Source: an optimization exercise on an open RTL-to-GDS flow (aim: small area). Production flows keep margins and buffers that such runs may drop.
Only simulation tests tie the RTL to the original design; equivalence was not proved.
No driver is modelled on the clock port, so clocking that relies on it looks cheaper here than on a real chip.
Power and IR drop assume default switching activity.

==> trial 15: inputs <==
==> flow/design.v <==
package comms_pkg;
  localparam logic [7:0] OP_WRITE_ALL = 8'h00;
  localparam logic [7:0] OP_READ      = 8'h04;
  localparam int unsigned CLKS_PER_BIT_DEFAULT = 25;
  typedef enum logic [2:0] {
    StIdle  = 3'd0,
    StHdr1  = 3'd6,
    StHdr2  = 3'd1,
    StWrite = 3'd5,
    StRead  = 3'd4
  } ctrl_state_e;
  typedef enum logic [1:0] {
    TxStart,
    TxData,
    TxStop
  } tx_phase_e;
  typedef enum logic [2:0] {
    RxIdle,
    RxStart,
    RxData,
    RxStop,
    RxBreak
  } rx_state_e;
  localparam logic [4:0] CNT_FIRST      = 5'd1;
  localparam logic [4:0] CNT_HALF_FIRST = 5'd31;
  localparam logic [4:0] CNT_LAST       = 5'd29;
  function automatic logic [4:0] cnt_step(input logic [4:0] s);
    cnt_step = {s[3:0], s[4] ^ s[2]};
  endfunction
  function automatic int unsigned idx_width(input int unsigned n);
    if (n > 1) idx_width = $clog2(n);
    else       idx_width = 1;
  endfunction
endpackage
module uart_rx
#(
  parameter int unsigned CLKS_PER_BIT = comms_pkg::CLKS_PER_BIT_DEFAULT
) (
  input  logic       clk_i,
  input  logic       rst_ni,
  input  logic       rxd_i,
  output logic [7:0] byte_o,
  output logic       byte_valid_o
);
  localparam int unsigned CntW = 5;
  localparam logic [3:0] PosIdle  = 4'd0;
  localparam logic [3:0] PosStart = 4'd1;
  localparam logic [3:0] PosStop  = 4'd2;
  localparam logic [3:0] PosBreak = 4'd3;
  logic            rx_meta_q;
  logic            rx_sync_q;
  logic [3:0]      pos_q;
  logic [CntW-1:0] cnt_q;
  logic [7:0]      shift_q;
  logic            valid_q;
  logic            cnt_last;
  assign cnt_last = (cnt_q == comms_pkg::CNT_LAST);
  always_ff @(posedge clk_i or negedge rst_ni) begin
    if (!rst_ni) begin
      rx_meta_q <= 1'b1;
      rx_sync_q <= 1'b1;
    end else begin
      rx_meta_q <= rxd_i;
      rx_sync_q <= rx_meta_q;
    end
  end
  always_ff @(posedge clk_i or negedge rst_ni) begin
    if (!rst_ni) begin
      pos_q   <= PosIdle;
      valid_q <= 1'b0;
    end else begin
      valid_q <= 1'b0;
      if (pos_q[3]) begin
        if (cnt_last) begin
          pos_q <= (pos_q[2:0] == 3'd7) ? PosStop : pos_q + 1'b1;
        end
      end else begin
        unique case (pos_q[1:0])
          2'd0: begin
            if (!rx_sync_q) begin
              pos_q <= PosStart;
            end
          end
          2'd1: begin
            if (cnt_last) begin
              pos_q <= rx_sync_q ? PosIdle : 4'd8;
            end
          end
          2'd2: begin
            if (cnt_last) begin
              valid_q <= rx_sync_q;
              pos_q   <= rx_sync_q ? PosIdle : PosBreak;
            end
          end
          default: begin
            if (rx_sync_q) begin
              pos_q <= PosIdle;
            end
          end
        endcase
      end
    end
  end
  always_ff @(posedge clk_i) begin
    if (pos_q == PosIdle) begin
      cnt_q <= comms_pkg::CNT_HALF_FIRST;
    end else if (cnt_last) begin
      cnt_q <= comms_pkg::CNT_FIRST;
    end else begin
      cnt_q <= comms_pkg::cnt_step(cnt_q);
    end
    if (pos_q[3] && cnt_last) begin
      shift_q <= {rx_sync_q, shift_q[7:1]};
    end
  end
  assign byte_o       = shift_q;
  assign byte_valid_o = valid_q;
endmodule
module top_level
#(
  parameter int unsigned DATA_ADDRS   = 2,
  parameter int unsigned WORD_BYTES   = 128,
  parameter int unsigned CLKS_PER_BIT = comms_pkg::CLKS_PER_BIT_DEFAULT
) (
  input  logic clk_100mhz,
  input  logic sys_rst,
  input  logic uart_rxd,
  output logic uart_txd
);
  localparam int unsigned     SlotW   = comms_pkg::idx_width(WORD_BYTES);
  localparam int unsigned     CntW    = 5;
  logic [7:0] rx_byte;
  logic       rx_valid;
  uart_rx #(
    .CLKS_PER_BIT(CLKS_PER_BIT)
  ) u_uart_rx (
    .clk_i       (clk_100mhz),
    .rst_ni      (sys_rst),
    .rxd_i       (uart_rxd),
    .byte_o      (rx_byte),
    .byte_valid_o(rx_valid)
  );
  localparam logic [SlotW-1:0] SlotLast = 7'h40;
  function automatic logic [SlotW-1:0] lfsr_step(input logic [SlotW-1:0] s);
    lfsr_step = {s[SlotW-2:0], s[SlotW-1] ^ s[SlotW-2] ^ (s[SlotW-2:0] == '0)};
  endfunction
  logic [WORD_BYTES-1:0] ring_q [2*8];
  logic [SlotW-1:0]      slot_q;      
  comms_pkg::ctrl_state_e state_q;
  logic [SlotW:0]   idx_q;
  logic             pend_q;       
  logic             valid_q;      
  logic [CntW-1:0]  tx_cnt_q;
  logic [3:0]       tx_pos_q;
  logic [7:0]       buf_q;        
  logic             txd_q;
  logic             hit_cur_q;    
  logic             hit_prev;     
  logic [SlotW-1:0] slot_step;
  logic [SlotW-1:0] idx_step;
  logic [7:0]       tap;
  always_comb begin
    hit_prev  = (slot_q == idx_q[SlotW-1:0]);
    slot_step = lfsr_step(slot_q);
    idx_step  = lfsr_step(idx_q[SlotW-1:0]);
    for (int b = 0; b < 8; b++) begin
      tap[b] = idx_q[SlotW] ? ring_q[8+b][WORD_BYTES-1] : ring_q[b][WORD_BYTES-1];
    end
  end
  always_ff @(posedge clk_100mhz) begin
    for (int w = 0; w < 2; w++) begin
      for (int b = 0; b < 8; b++) begin
        ring_q[w*8+b] <= {ring_q[w*8+b][WORD_BYTES-2:0],
                          (pend_q && hit_cur_q && (idx_q[SlotW] == w[0])) ? buf_q[b]
                                                                         : ring_q[w*8+b][WORD_BYTES-1]};
      end
    end
  end
  always_ff @(posedge clk_100mhz or negedge sys_rst) begin
    if (!sys_rst) begin
      slot_q <= '0;
    end else begin
      slot_q <= slot_step;
    end
  end
  always_ff @(posedge clk_100mhz) begin
    hit_cur_q <= hit_prev;
  end
  always_ff @(posedge clk_100mhz) begin
    for (int b = 0; b < 8; b++) begin
      if (state_q == comms_pkg::StWrite) begin
        if (rx_valid) begin
          buf_q[b] <= rx_byte[b];
        end
      end else if (state_q == comms_pkg::StHdr2 || state_q == comms_pkg::StRead) begin
        if ((tx_pos_q > 4'(b)) ? hit_cur_q : hit_prev) begin
          buf_q[b] <= tap[b];
        end
      end
    end
  end
  always_ff @(posedge clk_100mhz or negedge sys_rst) begin
    if (!sys_rst) begin
      state_q <= comms_pkg::StIdle;
      pend_q  <= 1'b0;
      valid_q <= 1'b0;
      txd_q   <= 1'b1;
    end else begin
      if (pend_q && hit_cur_q) begin
        pend_q <= 1'b0;
      end
      unique case (state_q)
        comms_pkg::StIdle: begin
          if (rx_valid) begin
            state_q <= comms_pkg::StHdr1;
          end
        end
        comms_pkg::StHdr1: begin
          if (rx_valid) begin
            state_q <= comms_pkg::StHdr2;
          end
        end
        comms_pkg::StHdr2: begin
          if (rx_valid) begin
            if (tx_pos_q[1]) begin
              valid_q <= 1'b1;
              state_q <= comms_pkg::StWrite;
            end else if (tx_pos_q[0]) begin
              txd_q   <= 1'b0;
              state_q <= comms_pkg::StRead;
            end else begin
              state_q <= comms_pkg::StIdle;
            end
          end
        end
        comms_pkg::StWrite: begin
          if (rx_valid) begin
            pend_q <= 1'b1;
            if (idx_q == {1'b1, SlotLast}) begin
              state_q <= comms_pkg::StIdle;
            end
          end
        end
        comms_pkg::StRead: begin
          if (tx_cnt_q == comms_pkg::CNT_LAST) begin
            if (tx_pos_q == 4'd9) begin
              if (idx_q[SlotW-1:0] == '0) begin
                state_q <= comms_pkg::StIdle;
              end else begin
                txd_q <= 1'b0;
              end
            end else begin
              txd_q <= tx_pos_q[3] | (buf_q[tx_pos_q[2:0]] & valid_q);
            end
          end
        end
        default: state_q <= comms_pkg::StIdle;
      endcase
    end
  end
  always_ff @(posedge clk_100mhz) begin
    if (pend_q && hit_cur_q) begin
      idx_q <= {idx_q[SlotW] ^ (idx_q[SlotW-1:0] == SlotLast), idx_step};
    end
    unique case (state_q)
      comms_pkg::StIdle: begin
        if (rx_valid) begin
          tx_pos_q <= {2'b10, rx_byte == comms_pkg::OP_WRITE_ALL, rx_byte == comms_pkg::OP_READ};
        end
      end
      comms_pkg::StHdr1: begin
        if (rx_valid) begin
          idx_q    <= {rx_byte[0], {SlotW{1'b0}}};
        end
      end
      comms_pkg::StHdr2: begin
        if (rx_valid) begin
          idx_q[SlotW] <= tx_pos_q[0] & idx_q[SlotW];
        end
        if (rx_valid && tx_pos_q[0]) begin
          idx_q[SlotW-1:0] <= idx_step;
          tx_cnt_q <= comms_pkg::CNT_FIRST;
          tx_pos_q <= '0;
        end
      end
      comms_pkg::StRead: begin
        if (tx_cnt_q != comms_pkg::CNT_LAST) begin
          tx_cnt_q <= comms_pkg::cnt_step(tx_cnt_q);
        end else begin
          tx_cnt_q <= comms_pkg::CNT_FIRST;
          if (tx_pos_q == 4'd9) begin
            if (idx_q[SlotW-1:0] != '0) begin
              idx_q[SlotW-1:0] <= idx_step;
              tx_pos_q <= '0;
            end
          end else begin
            tx_pos_q <= tx_pos_q + 1'b1;
          end
        end
      end
      default: ;
    endcase
  end
  assign uart_txd = txd_q;
endmodule
==> flow/flow/run.sh <==
#!/bin/bash
# Standard layout, with clock tree synthesis options of our own.
export CTS_ARGS="-sink_clustering_enable -buf_list {sky130_fd_sc_hd__clkbuf_4 sky130_fd_sc_hd__clkbuf_8} -sink_clustering_buffer sky130_fd_sc_hd__clkbuf_8 -tree_buf sky130_fd_sc_hd__clkbuf_4 -root_buf sky130_fd_sc_hd__clkbuf_16 -sink_clustering_size 18 -sink_clustering_max_diameter 60 -dont_use_dummy_load"
bash standard.sh > flow_standard.log 2>&1
==> flow/standard.sh <==
#!/bin/bash
# synth_recipe.tcl (not shown) runs the flow's synth.tcl, then flattens the netlist and writes it again
# the make line also repeats each setting of config.mk as NAME=value (left out here)
make -C /OpenROAD-flow-scripts/flow DESIGN_CONFIG=/design/flow/config.mk WORK_HOME=/design/flow/orfs CLKGATE_MAP_FILE= SYNTH_SCRIPT=/design/flow/synth_recipe.tcl "${@:-finish}"
==> flow/config.mk <==
export PLATFORM = sky130hd
export DESIGN_NAME = top_level
export DESIGN_NICKNAME = top_level
export VERILOG_FILES = /design/flow/design.v
export SDC_FILE = /design/flow/constraint.sdc
export NUM_CORES = 4
export LEC_CHECK = 0
export CAP_MARGIN = 20
export CORE_MARGIN = 2
export CORE_UTILIZATION = 70
export PLACE_DENSITY = 0.8
export SLEW_MARGIN = 20
==> flow/constraint.sdc <==
create_clock -name core_clock -period 10.0 [get_ports {clk_100mhz}]
set_input_delay 2.0000 -clock core_clock [delete_from_list [all_inputs] [get_ports {clk_100mhz}]]
set_output_delay 2.0000 -clock core_clock [all_outputs]
set_load 0.01 [all_outputs]
==> inputs of trial 78, as changes to trial 15 <==
--- a/flow/design.v
+++ b/flow/design.v
@@ -4,9 +4,9 @@
   localparam int unsigned CLKS_PER_BIT_DEFAULT = 25;
   typedef enum logic [2:0] {
-    StIdle  = 3'd0,
-    StHdr1  = 3'd6,
-    StHdr2  = 3'd1,
-    StWrite = 3'd5,
-    StRead  = 3'd4
+    StIdle,
+    StHdr1,
+    StHdr2,
+    StWrite,
+    StRead
   } ctrl_state_e;
   typedef enum logic [1:0] {
==> flow/flow/run.sh (replaced) <==
#!/bin/bash
# Standard layout, with clock tree synthesis options of our own and a post-CTS step that
# upsizes the clock buffers whose flip-flop pins would see too slow a clock edge.
export CTS_ARGS="-sink_clustering_enable -repair_clock_nets -buf_list sky130_fd_sc_hd__clkbuf_8 -root_buf sky130_fd_sc_hd__clkbuf_16 -sink_clustering_size 24 -sink_clustering_max_diameter 55 -dont_use_dummy_load"
export POST_CTS_TCL="$PWD/flow/fix_clk.tcl"
export FIX_CLK_SLEW=0.112
bash standard.sh > flow_standard.log 2>&1
==> flow/flow/fix_clk.tcl (new file) <==
# After clock tree synthesis: upsize each clock buffer whose flip-flop clock pins would see a
# slew above FIX_CLK_SLEW (ns, placement-estimated parasitics) to the strongest clock buffer,
# then legalize the placement again.
set fix_limit $::env(FIX_CLK_SLEW)
set fix_big sky130_fd_sc_hd__clkbuf_16
for {set pass 0} {$pass < 2} {incr pass} {
  estimate_parasitics -placement
  set fix_n 0
  foreach b [get_cells -filter "ref_name =~ sky130_fd_sc_hd__clkbuf_*"] {
    if {[get_property $b ref_name] == $fix_big} { continue }
    set y [get_pins -of_objects $b -filter "direction == output"]
    set mx 0
    foreach p [get_pins -of_objects [get_nets -of_objects $y] -filter "direction == input"] {
      if {![string match */CLK [get_full_name $p]]} { continue }
      set s [get_property $p slew_max]
      if {$s > $mx} { set mx $s }
    }
    if {$mx > $fix_limit} {
      puts "fix_clk: [get_full_name $b] slew $mx -> $fix_big"
      replace_cell $b $fix_big
      incr fix_n
    }
  }
  puts "fix_clk: pass $pass upsized $fix_n"
  if {$fix_n == 0} { break }
  detailed_placement
}
check_placement -verbose
estimate_parasitics -placement
==> inputs of trial 48, as changes to trial 15 <==
==> flow/flow/run.sh (replaced) <==
#!/bin/bash
# Standard layout, with clock tree synthesis options of our own.
export CTS_ARGS="-sink_clustering_enable -repair_clock_nets -buf_list sky130_fd_sc_hd__clkbuf_8 -root_buf sky130_fd_sc_hd__clkbuf_16 -sink_clustering_size 18 -sink_clustering_max_diameter 90 -dont_use_dummy_load"
bash standard.sh > flow_standard.log 2>&1
==> run notes <==
* Fraction of the cycle the final worst path needs at 36.7%
* Met1 Usage GRT at 23.0%
* Final worst path period need at about 3.7 ns
* Max frequency at 0.273 GHz
* Global-route wire length before repair at 84.7 mm
* Status: finished clean
* Initial antenna violation count at 2
* Critical Path Max Stage Delay at 0.53 ns
* R2r worst-path depth at 5
* CP delay by family, top: flip-flops
* Mux contribution to synthesized area at less than 1%
* Mapped cell area at ~44,000 um2
* Final Non-Filler Cells at 3,330
* Commonest cells after routing, fill and taps aside: 2,062 x dfxtp_1, 120 x clkbuf_8, 29 x nor2_1
* Worst hold slack at approximately 0.23 ns
* Adder-Cell Fraction of Synth Area at 0.142%
* Starting Density at 70.4%
* CTS Buffer Depth at 3
(the above is from trial 15)
==> run notes <==
* Adder-Cell Fraction of Synth Area at 0.142%
* Mapped cell area at ~44,000 um2
* Worst hold slack at 0.293 ns
* Met1 Usage GRT at 23.2%
* CP delay by family, top: flip-flops
* Initial antenna violation count at 1
* Max frequency at 0.270 GHz
* Commonest cells after routing, fill and taps aside: 2,062 x dfxtp_1, 134 x clkbuf_8, 29 x nor2_1
* Status: finished clean
* Global-route wire length before repair at 85.8 mm
* R2r worst-path depth at 5
* Fraction of the cycle the final worst path needs at 37.0%
(the above is from trial 48)
==> run notes <==
* Max frequency at ~0.27 GHz
* Starting Density at 70.5%
* R2r worst-path depth at 7
* Antenna Cells at 0
* Mux contribution to synthesized area at less than 1%
* Global-route wire length before repair at around 110 mm
* Internal power at 10.2 mW
* Final Non-Filler Cells at 3,296
* Top sig layer: met4
* CP delay by family, top: buffers and inverters
* Die area at 65,200 um2
* Pin count of the biggest net entering global routing at 27
* Maximum fanout along the worst path at 2
* Most common cell in the synthesized netlist: dfxtp_1
* Final worst path period need at 3.72 ns
* Status: finished clean
* Max_cap viols at 0
* Met1 Usage GRT at 29.9%
* Commonest cells after routing, fill and taps aside: 2,062 x dfxtp_1, 87 x clkbuf_16, 29 x nor2_1
* Fraction of the cycle the final worst path needs at 37.2%
(the above is from trial 78)

## port drivers added, routing unchanged
The results above use ideal ports. As a check the final layouts listed here were re-extracted and re-timed, cells and wires unchanged. Step 1 assumes that a clkbuf_16 drives the clock port and a buf_2 every other input. Step 2, shift: input delay + t, output delay - t, t = (earliest + latest rising clock arrival at the registers) / 2. This alone moves slack from input paths to output paths. Slacks: ideal / step 1 / step 2; pairs: ideal / step 1.
run | shift t [ns] | slack for setup (ns) | worst data-port slew with drivers (ns)
trial 15 | 0.739 | 6.334 / 6.274 / 7.012 | 0.03
trial 78 | 0.712 | 6.282 / 6.215 / 6.926 | 0.04
trial 48 | 0.693 | 6.300 / 6.240 / 6.933 | 0.03
After both steps setup and hold are still met in every run listed.
